Source: an optimization exercise on an open RTL-to-GDS flow (aim: small area and a short achievable clock period). Production flows keep margins and buffers that such runs may drop.
The RTL was checked by simulation tests, not by an equivalence proof against the original design.
Power figures rest on the tool's default switching activity, not on a simulated workload.

== v35 ==
## executeStage
module executeStage (
  input  logic                     clk,
  input  logic                     arstN,
  input  logic                     flush,
  input  logic                     inValid,
  output logic                     inReady,
  input  logic [execPkg::XLEN-1:0] inPc,
  input  logic [execPkg::XLEN-1:0] inRs1Data,
  input  logic [execPkg::XLEN-1:0] inRs2Data,
  input  logic [execPkg::XLEN-1:0] inImm,
  input  execPkg::AluOp            inAluOp,
  input  execPkg::BypassSel        inOp1Bypass,
  input  execPkg::BypassSel        inOp2Bypass,
  input  logic [execPkg::XLEN-1:0] inPredNextPc,
  input  logic [4:0]               inRd,
  input  logic                     inRdWrite,
  input  logic [execPkg::XLEN-1:0] exFwdData,
  input  logic [execPkg::XLEN-1:0] memFwdData,
  output logic                     outValid,
  input  logic                     outReady,
  output logic [execPkg::XLEN-1:0] outPc,
  output logic [execPkg::XLEN-1:0] outResult,
  output logic [execPkg::XLEN-1:0] outStoreData,
  output execPkg::MemWidth         outMemWidth,
  output logic                     outIsLoad,
  output logic                     outIsStore,
  output logic                     outLoadUnsigned,
  output logic                     outRdWrite,
  output logic [4:0]               outRd,
  output logic                     outIsBranch,
  output logic                     outTaken,
  output logic [execPkg::XLEN-1:0] outNextPc,
  output logic                     outMispredict
);
  logic [31:0] rs1, rs2;
  operandSelect uSel1 (.regVal(inRs1Data), .exVal(exFwdData), .memVal(memFwdData),
                       .sel(inOp1Bypass), .val(rs1));
  ...
For scale: roughly 2,300 cells after synthesis, roughly 140 flip-flops, roughly 390 I/O pins, about 0.016 mm^2 of cells after synthesis.
export LEC_CHECK = 0
export CAP_MARGIN = 20
export CORE_MARGIN = 2
export CORE_UTILIZATION = 45
export SETUP_SLACK_MARGIN = 2.5
export SLEW_MARGIN = 20
create_clock -name core_clock -period 6.5 [get_ports {clk}]
standard.sh (not shown) runs the stock make flow with config.mk's settings and CLKGATE_MAP_FILE= SYNTH_SCRIPT=/design/flow/synth_recipe.tcl, a recipe that flattens the netlist after the stock synthesis.
==> flow/flow/run.sh <==
#!/bin/bash
# Layout: the standard ORFS flow (standard.sh), run in two parts, with these changes:
#  - synthesis maps with ABC for a delay target (flow/abc_fast.script) in place of ORFS's
#    abc_speed script; the synthesis is otherwise ORFS's, so the registers are the same;
#  - no full-adder extraction before ABC (ADDER_MAP_FILE empty), so ABC maps the adders freely;
#  - the port buffers are the smallest buffer cell instead of the resizer's default pick;
#  - the timing repairs up to clock tree synthesis aim for EARLY ns of setup slack, and the
#    repair after global routing only for LATE ns, so it does not spend area chasing the
#    slack that the routed wires take back.
# Each tool's output is in orfs/logs/ (ORFS's per-step logs); make's output is in
# standard_flow_cts.log and standard_flow_finish.log.
set -euo pipefail
W=$(pwd)
EARLY=2.35
LATE=2.25
cat > "$W/my_synth.tcl" <<EOT
proc abc {args} {
  set i [lsearch -exact \$args -script]
  if {\$i >= 0} { lset args [expr {\$i + 1}] $W/flow/abc_fast.script }
  yosys abc {*}\$args
}
source $W/synth_recipe.tcl
EOT
COMMON=("SYNTH_SCRIPT=$W/my_synth.tcl" "ADDER_MAP_FILE="
        "BUFFER_PORTS_ARGS=-buffer_cell sky130_fd_sc_hd__buf_1")
bash standard.sh "${COMMON[@]}" "SETUP_SLACK_MARGIN=$EARLY" cts > standard_flow_cts.log 2>&1
bash standard.sh "${COMMON[@]}" "SETUP_SLACK_MARGIN=$LATE" finish > standard_flow_finish.log 2>&1
==> flow/flow/abc_fast.script <==
strash
dch
map -D 1500
topo
buffer -c
upsize -c -D 1500
dnsize -c -D 1500
v35 completed every stage of the flow, and the final layout passed the timing, design-rule and antenna checks.
Changes in v43 relative to v35:
==> flow/flow/abc_fast.script <==
strash
dch
map -D 1500
strash
dch
map -D 1500
topo
buffer -c
upsize -c -D 1500
dnsize -c -D 1500
Notes after the runs:
Relative to v35, the post-layout instance area of v43 is lower by 130 um^2.
The worst setup slack in v43 sits 0.013 ns below the value recorded for v35.
Diff v35 -> v43: fraction of synthesized area in multiplexers +0.23 points; area share of buffers outside the clock network -1.1 points; number of logic stages on the critical path including buffering -2.
v43 vs v35 — tapcell count climbed slightly
The inputs of v28 differ from those of v43 as listed below.
diff --git a/flow/flow/run.sh b/flow/flow/run.sh
--- a/flow/flow/run.sh
+++ b/flow/flow/run.sh
@@ -12,5 +12,5 @@
 set -euo pipefail
 W=$(pwd)
-EARLY=2.35
+EARLY=2.5
 LATE=2.25
 cat > "$W/my_synth.tcl" <<EOT
Findings:
Static leakage: v28 vs v43 up about 0.44%
v28 vs v43: total global-route track usage up
On combinational power, v43 tracks v28 almost exactly.
From v43 to v28 the numbers moved as follows: aggregate routed wire length higher; area added between synthesis and finish higher; number of fill cells in the layout higher; final cell count roughly the same.
Comparing v28 with v43, the multi-input combinational cell count came out essentially unchanged.
v28 vs v43 — worst setup slack rose 0.032 ns.

afterwards: timing with drivers on the ports:
How much do the figures lean on ideal ports? The routed layouts below were timed once more, with nothing changed but the port constraints.
Step 1: set_driving_cell puts a clkbuf_16 on clk and a buf_2 on each other input, an assumption about the parent block.
Step 2 moves the port delays by t, midway between the first and last clock arrival at a register: inputs arrive t later, outputs are due t later. That takes back most of the time a late clock gives input paths.
a / b / c = no drivers / after step 1 / after step 2; a / b = the first two.
| run | t, ns | setup slack, ns | cell pins on the clock port's net |
|---|---|---|---|
| v35 | 0.520 | 2.247 / 2.281 / 1.761 | 1 |
| v43 | 0.527 | 2.234 / 2.275 / 1.748 | 1 |
| v28 | 0.521 | 2.266 / 2.305 / 1.784 | 1 |
After both steps every run listed still meets setup and hold.
